This design comes from an exercise in tuning for small area, a short achievable clock period and few clock cycles per item on the open sky130 flow, not from production work. At most, simulation tests tie the RTL to the original design; equivalence was not proved. No activity file was given, so power comes from the tool's default toggle rates.

==> flow/design.v <==
module voice_gen #(
    parameter int unsigned NUM_VOICES = 16,
    parameter logic [22:0] LFSR_SEED  = 23'h7FFFF8
) (
    input  logic        clk_i,
    input  logic        rst_i,
    input  logic        start_i,
    input  logic [3:0]  voice_idx_i,
    input  logic [15:0] freq_i,
    input  logic [11:0] pw_i,
    input  logic [3:0]  wave_i,
    output logic        ready_o,
    output logic [9:0]  wave_o
);
    logic [23:0] acc_m  [NUM_VOICES];
    logic [22:0] lfsr_m [NUM_VOICES];
    logic [NUM_VOICES-1:0] vld_q;
    logic        ready_q;
    logic [3:0]  idx_q;
    logic [11:0] pw_q;
    logic [3:0]  sel_q;
    logic [23:0] acc_q;     
    logic [22:0] lfsr_q;    
    logic        step_q;    
    logic        fwd;
    logic        vld_rd;
    logic [23:0] acc_rd, acc_old, acc_sum;
    logic [22:0] lfsr_rd, lfsr_old, lfsr_next;
    assign fwd      = ready_q && (voice_idx_i == idx_q);
    assign vld_rd   = vld_q[voice_idx_i];
    assign acc_rd   = vld_rd ? acc_m[voice_idx_i]  : '0;
    assign lfsr_rd  = vld_rd ? lfsr_m[voice_idx_i] : LFSR_SEED;
    assign acc_old  = fwd ? acc_q     : acc_rd;
    assign lfsr_old = fwd ? lfsr_next : lfsr_rd;
    assign acc_sum  = acc_old + {8'd0, freq_i};
    logic [9:0]  saw, tri_w, pulse, noise, shaped;
    assign lfsr_next = step_q ? {lfsr_q[21:0], lfsr_q[22] ^ lfsr_q[17]} : lfsr_q;
    assign saw   = acc_q[23:14];
    assign tri_w = acc_q[23] ? ~acc_q[22:13] : acc_q[22:13];
    assign pulse = (acc_q[23:12] >= pw_q) ? '1 : '0;
    assign noise = {lfsr_next[22], lfsr_next[20], lfsr_next[16], lfsr_next[13],
                    lfsr_next[11], lfsr_next[7],  lfsr_next[4],  lfsr_next[2], 2'b00};
    always_comb begin
        shaped = '1;
        if (sel_q[0]) shaped = shaped & tri_w;
        if (sel_q[1]) shaped = shaped & saw;
        if (sel_q[2]) shaped = shaped & pulse;
        if (sel_q[3]) shaped = shaped & noise;
        if (sel_q == 4'd0) shaped = '0;
    end
    always_ff @(posedge clk_i) begin
        idx_q  <= voice_idx_i;
        pw_q   <= pw_i;
        sel_q  <= wave_i;
        acc_q  <= acc_sum;
        lfsr_q <= lfsr_old;
        step_q <= !acc_old[19] && acc_sum[19];
        for (int unsigned v = 0; v < NUM_VOICES; v++) begin
            if (ready_q && idx_q == 4'(v)) begin
                acc_m[v]  <= acc_q;
                lfsr_m[v] <= lfsr_next;
            end
        end
    end
    always_ff @(posedge clk_i or posedge rst_i) begin
        if (rst_i) begin
            ready_q <= 1'b0;
            vld_q   <= '0;
        end else begin
            ready_q <= start_i;
            if (ready_q) vld_q[idx_q] <= 1'b1;
        end
    end
    assign ready_o = ready_q;
    assign wave_o  = shaped;
endmodule
Settings: LEC_CHECK=0, CAP_MARGIN=20, CORE_MARGIN=2, CORE_UTILIZATION=40, SETUP_SLACK_MARGIN=2.0, SLEW_MARGIN=20; clock period 6.5 ns.
run.sh (not shown) runs the stock make flow with config.mk's settings and CLKGATE_MAP_FILE= SYNTH_SCRIPT=/design/flow/synth_recipe.tcl, a recipe that flattens the netlist after the stock synthesis.
The first run completed without violations.
Next try:
--- a/flow/design.v
+++ b/flow/design.v
@@ -25,5 +25,5 @@
     logic        fwd;
     logic        vld_rd;
-    logic [23:0] acc_rd, acc_old, acc_sum;
+    logic [23:0] acc_rd, acc_sum;
     logic [22:0] lfsr_rd, lfsr_old, lfsr_next;
     assign fwd      = ready_q && (voice_idx_i == idx_q);
@@ -31,7 +31,6 @@
     assign acc_rd   = vld_rd ? acc_m[voice_idx_i]  : '0;
     assign lfsr_rd  = vld_rd ? lfsr_m[voice_idx_i] : LFSR_SEED;
-    assign acc_old  = fwd ? acc_q     : acc_rd;
     assign lfsr_old = fwd ? lfsr_next : lfsr_rd;
-    assign acc_sum  = acc_old + {8'd0, freq_i};
+    assign acc_sum  = acc_rd + {8'd0, freq_i};
     logic [9:0]  saw, tri_w, pulse, noise, shaped;
     assign lfsr_next = step_q ? {lfsr_q[21:0], lfsr_q[22] ^ lfsr_q[17]} : lfsr_q;
@@ -55,10 +54,10 @@
         acc_q  <= acc_sum;
         lfsr_q <= lfsr_old;
-        step_q <= !acc_old[19] && acc_sum[19];
+        step_q <= !acc_rd[19] && acc_sum[19];
         for (int unsigned v = 0; v < NUM_VOICES; v++) begin
-            if (ready_q && idx_q == 4'(v)) begin
-                acc_m[v]  <= acc_q;
+            if (start_i && voice_idx_i == 4'(v))
+                acc_m[v]  <= acc_sum;
+            if (ready_q && idx_q == 4'(v))
                 lfsr_m[v] <= lfsr_next;
-            end
         end
     end
@@ -69,5 +68,5 @@
         end else begin
             ready_q <= start_i;
-            if (ready_q) vld_q[idx_q] <= 1'b1;
+            if (start_i) vld_q[voice_idx_i] <= 1'b1;
         end
     end
- die area is about the same
- via count fell by about 0.36%
- non-clock buffer count fell by 9
- register-to-register slack gains 0.14 ns
- global-route usage rose by 0.24 points
- cell count fell by about 0.5%
Testbench counts after the change, summed over its fixed seeds: cycles 32,000, items 32,000.
Only the layout flow was run in the first run of this note; the RTL was not checked for function there.

---

Setup of run a:
Another version of the RTL of voice_gen (not shown whole).
Size: about 1800 cells after synthesis, about 50 I/O pins, about 0.032 sq mm of cells after synthesis.
// voice_gen
module voice_gen #(
    parameter int unsigned NUM_VOICES = 16,
    parameter logic [22:0] LFSR_SEED  = 23'h7FFFF8
) (
    input  logic        clk_i,
    input  logic        rst_i,
    input  logic        start_i,
    input  logic [3:0]  voice_idx_i,
    input  logic [15:0] freq_i,
    input  logic [11:0] pw_i,
    input  logic [3:0]  wave_i,
    output logic        ready_o,
    output logic [9:0]  wave_o
);
    logic [23:0] acc_m  [NUM_VOICES];
    logic [22:0] lfsr_m [NUM_VOICES];
    logic [NUM_VOICES-1:0] vld_q;
    logic        ready_q;
    logic [3:0]  idx_q;
    logic [11:0] pw_q;
    logic [3:0]  sel_q;
    logic [23:0] acc_q;     
    logic [22:0] lfsr_q;    
    logic        step_q;    
    logic [22:0] lfsr_next;
    logic [9:0]  saw, tri_w, pulse, noise, shaped;
    assign lfsr_next = step_q ? {lfsr_q[21:0], lfsr_q[22] ^ lfsr_q[17]} : lfsr_q;
    assign saw   = acc_q[23:14];
    assign tri_w = acc_q[23] ? ~acc_q[22:13] : acc_q[22:13];
    assign pulse = (acc_q[23:12] >= pw_q) ? '1 : '0;
    assign noise = {lfsr_next[22], lfsr_next[20], lfsr_next[16], lfsr_next[13],
                    lfsr_next[11], lfsr_next[7],  lfsr_next[4],  lfsr_next[2], 2'b00};
    always_comb begin
        shaped = '1;
        if (sel_q[0]) shaped = shaped & tri_w;
        if (sel_q[1]) shaped = shaped & saw;
        if (sel_q[2]) shaped = shaped & pulse;
        if (sel_q[3]) shaped = shaped & noise;
        if (sel_q == 4'd0) shaped = '0;
    end
    logic [NUM_VOICES-1:0] wb_q;      
  ...
==> module voice_gen, before the edit <==
module voice_gen #(
    parameter int unsigned NUM_VOICES = 16,
    parameter logic [22:0] LFSR_SEED  = 23'h7FFFF8
) (
    input  logic        clk_i,
    input  logic        rst_i,
    input  logic        start_i,
    input  logic [3:0]  voice_idx_i,
    input  logic [15:0] freq_i,
    input  logic [11:0] pw_i,
    input  logic [3:0]  wave_i,
    output logic        ready_o,
    output logic [9:0]  wave_o
);
    logic [23:0] acc_m  [NUM_VOICES];
    logic [22:0] lfsr_m [NUM_VOICES];
    logic [NUM_VOICES-1:0] vld_q;
    logic        ready_q;
    logic [3:0]  idx_q;
    logic [11:0] pw_q;
    logic [3:0]  sel_q;
    logic [23:0] acc_q;     
    logic [22:0] lfsr_q;    
    logic        step_q;    
    logic [22:0] lfsr_next;
    logic [9:0]  saw, tri_w, pulse, noise, shaped;
    assign lfsr_next = step_q ? {lfsr_q[21:0], lfsr_q[22] ^ lfsr_q[17]} : lfsr_q;
    assign saw   = acc_q[23:14];
    assign tri_w = acc_q[23] ? ~acc_q[22:13] : acc_q[22:13];
    assign pulse = (acc_q[23:12] >= pw_q) ? '1 : '0;
    assign noise = {lfsr_next[22], lfsr_next[20], lfsr_next[16], lfsr_next[13],
                    lfsr_next[11], lfsr_next[7],  lfsr_next[4],  lfsr_next[2], 2'b00};
    always_comb begin
        shaped = '1;
        if (sel_q[0]) shaped = shaped & tri_w;
        if (sel_q[1]) shaped = shaped & saw;
        if (sel_q[2]) shaped = shaped & pulse;
        if (sel_q[3]) shaped = shaped & noise;
        if (sel_q == 4'd0) shaped = '0;
    end
    logic [NUM_VOICES-1:0] wb_q;      
    logic [NUM_VOICES-1:0] rd_sel;    
    logic        fwd;                 
    logic [23:0] acc_rd, acc_sum;
    logic [22:0] lfsr_rd;
    always_comb begin
        fwd     = ready_q && (voice_idx_i == idx_q);
        acc_rd  = fwd ? acc_q     : '0;
        lfsr_rd = fwd ? lfsr_next : '0;
        for (int unsigned v = 0; v < NUM_VOICES; v++) begin
            rd_sel[v] = (voice_idx_i == 4'(v)) && vld_q[v] && !wb_q[v];
            acc_rd    = acc_rd  | ({24{rd_sel[v]}} & acc_m[v]);
            lfsr_rd   = lfsr_rd | ({23{rd_sel[v]}} & lfsr_m[v]);
        end
        if (rd_sel == '0 && !fwd) lfsr_rd = LFSR_SEED;
    end
    assign acc_sum = acc_rd + {8'd0, freq_i};
    always_ff @(posedge clk_i) begin
        idx_q  <= voice_idx_i;
        pw_q   <= pw_i;
        sel_q  <= wave_i;
        acc_q  <= acc_sum;
        lfsr_q <= lfsr_rd;
        step_q <= !acc_rd[19] && acc_sum[19];
        for (int unsigned v = 0; v < NUM_VOICES; v++) begin
            if (wb_q[v]) begin
                acc_m[v]  <= acc_q;
                lfsr_m[v] <= lfsr_next;
            end
        end
    end
    always_ff @(posedge clk_i or posedge rst_i) begin
        if (rst_i) begin
            ready_q <= 1'b0;
            wb_q    <= '0;
            vld_q   <= '0;
        end else begin
            ready_q <= start_i;
            for (int unsigned v = 0; v < NUM_VOICES; v++)
                wb_q[v] <= start_i && (voice_idx_i == 4'(v));
            vld_q   <= vld_q | wb_q;
        end
    end
    assign ready_o = ready_q;
    assign wave_o  = shaped;
endmodule
clock: 6.5 ns
lec_check: 0
cap_margin: 20
core_margin: 2
core_utilization: 40
cts_cluster_diameter: 80
cts_cluster_size: 24
setup_slack_margin: 2.0
slew_margin: 20
## Diff of input files: run b against run a
==> flow/design.v <==
module voice_gen #(
    parameter int unsigned NUM_VOICES = 16,
    parameter logic [22:0] LFSR_SEED  = 23'h7FFFF8
) (
    input  logic        clk_i,
    input  logic        rst_i,
    input  logic        start_i,
    input  logic [3:0]  voice_idx_i,
    input  logic [15:0] freq_i,
    input  logic [11:0] pw_i,
    input  logic [3:0]  wave_i,
    output logic        ready_o,
    output logic [9:0]  wave_o
);
    logic [23:0] acc_m  [NUM_VOICES];
    logic [22:0] lfsr_m [NUM_VOICES];
    logic [NUM_VOICES-1:0] vld_q;
    logic        ready_q;
    logic [3:0]  idx_q;
    logic [11:0] pw_q;
    logic [3:0]  sel_q;
    logic [23:0] acc_q;     
    logic [22:0] lfsr_q;    
    logic        step_q;    
    logic        fwd;
    logic        vld_rd;
    logic [23:0] acc_rd, acc_sum;
    logic [22:0] lfsr_rd, lfsr_old, lfsr_next;
    assign fwd      = ready_q && (voice_idx_i == idx_q);
    assign vld_rd   = vld_q[voice_idx_i];
    assign acc_rd   = vld_rd ? acc_m[voice_idx_i]  : '0;
    assign lfsr_rd  = vld_rd ? lfsr_m[voice_idx_i] : LFSR_SEED;
    assign lfsr_old = fwd ? lfsr_next : lfsr_rd;
    assign acc_sum  = acc_rd + {8'd0, freq_i};
    logic [9:0]  saw, tri_w, pulse, noise, shaped;
    assign lfsr_next = step_q ? {lfsr_q[21:0], lfsr_q[22] ^ lfsr_q[17]} : lfsr_q;
    assign saw   = acc_q[23:14];
    assign tri_w = acc_q[23] ? ~acc_q[22:13] : acc_q[22:13];
    assign pulse = (acc_q[23:12] >= pw_q) ? '1 : '0;
    assign noise = {lfsr_next[22], lfsr_next[20], lfsr_next[16], lfsr_next[13],
                    lfsr_next[11], lfsr_next[7],  lfsr_next[4],  lfsr_next[2], 2'b00};
    always_comb begin
        shaped = '1;
        if (sel_q[0]) shaped = shaped & tri_w;
        if (sel_q[1]) shaped = shaped & saw;
        if (sel_q[2]) shaped = shaped & pulse;
        if (sel_q[3]) shaped = shaped & noise;
        if (sel_q == 4'd0) shaped = '0;
    end
    always_ff @(posedge clk_i) begin
        idx_q  <= voice_idx_i;
        pw_q   <= pw_i;
        sel_q  <= wave_i;
        acc_q  <= acc_sum;
        lfsr_q <= lfsr_old;
        step_q <= !acc_rd[19] && acc_sum[19];
        for (int unsigned v = 0; v < NUM_VOICES; v++) begin
            if (start_i && voice_idx_i == 4'(v))
                acc_m[v]  <= acc_sum;
            if (ready_q && idx_q == 4'(v))
                lfsr_m[v] <= lfsr_next;
        end
    end
    always_ff @(posedge clk_i or posedge rst_i) begin
        if (rst_i) begin
            ready_q <= 1'b0;
            vld_q   <= '0;
        end else begin
            ready_q <= start_i;
            if (start_i) vld_q[voice_idx_i] <= 1'b1;
        end
    end
    assign ready_o = ready_q;
    assign wave_o  = shaped;
endmodule
Notes after the runs:
Multi-input combinational area share is higher on run b
Diff run a and run b: number of cells upsized or downsized after cts lower in run b
Run b vs run a — fraction of the mapped netlist area in compound gates rose 0.47 points.
Looking at cell area across run a and run b, the one that comes out higher is run b.
[compare] base=run a new=run b: part of the power in combinational logic saw an increase, power in sequential cells shows a reduction of about 6%, signal arrival time at the worst endpoint went up by 1.68 ns, total power fell by 1.1%.
Routed via count divided by cell count | run b above run a
Data required time of the worst path: run b vs run a up 1.64 ns
Comparing run a and run b, via count is lower on run a.
Of run b and run a, it is run b that has the higher instance count on the critical path.
Startpoint of the worst setup timing path: acc_q[12] -> run a, voice_idx_i[1] -> run b
Testbench counts of run b, summed over its fixed seeds: cycles 32,000, items 32,000.
No functional check of the RTL was part of run a.

## separate check: timing with driven ports
How much do the figures lean on ideal ports? The routed layouts below were timed once more, with nothing changed but the port constraints.
Step 1 (the two cells are an assumption about what drives the block):
set clk [get_ports {clk_i}]
set_driving_cell -lib_cell sky130_fd_sc_hd__clkbuf_16 $clk
set_driving_cell -lib_cell sky130_fd_sc_hd__buf_2 [delete_from_list [all_inputs] $clk]
Step 2 moves the port delays by t, midway between the first and last clock arrival at a register: inputs arrive t later, outputs are due t later. That takes back most of the time a late clock gives input paths.
a / b / c = ideal / step 1 / step 2; a / b = the first two.
| run | shift t [ns] | setup slack, ns | worst setup path at the end |
|---|---|---|---|
| the first run of note 1 | 0.682 | 1.936 / 1.889 / 1.207 | input to register |
| the second run of note 1 | 0.694 | 2.032 / 2.019 / 1.326 | input to register |
| run a | 0.669 | 2.057 / 1.996 / 1.525 | input to register |
| run b | 0.661 | 2.020 / 1.997 / 1.336 | input to register |
After both steps setup and hold are still met in every run listed. For the first run of note 1, which loses most, drivers alone change the setup slack by -0.047 ns; drivers and shift together by -0.729 ns.
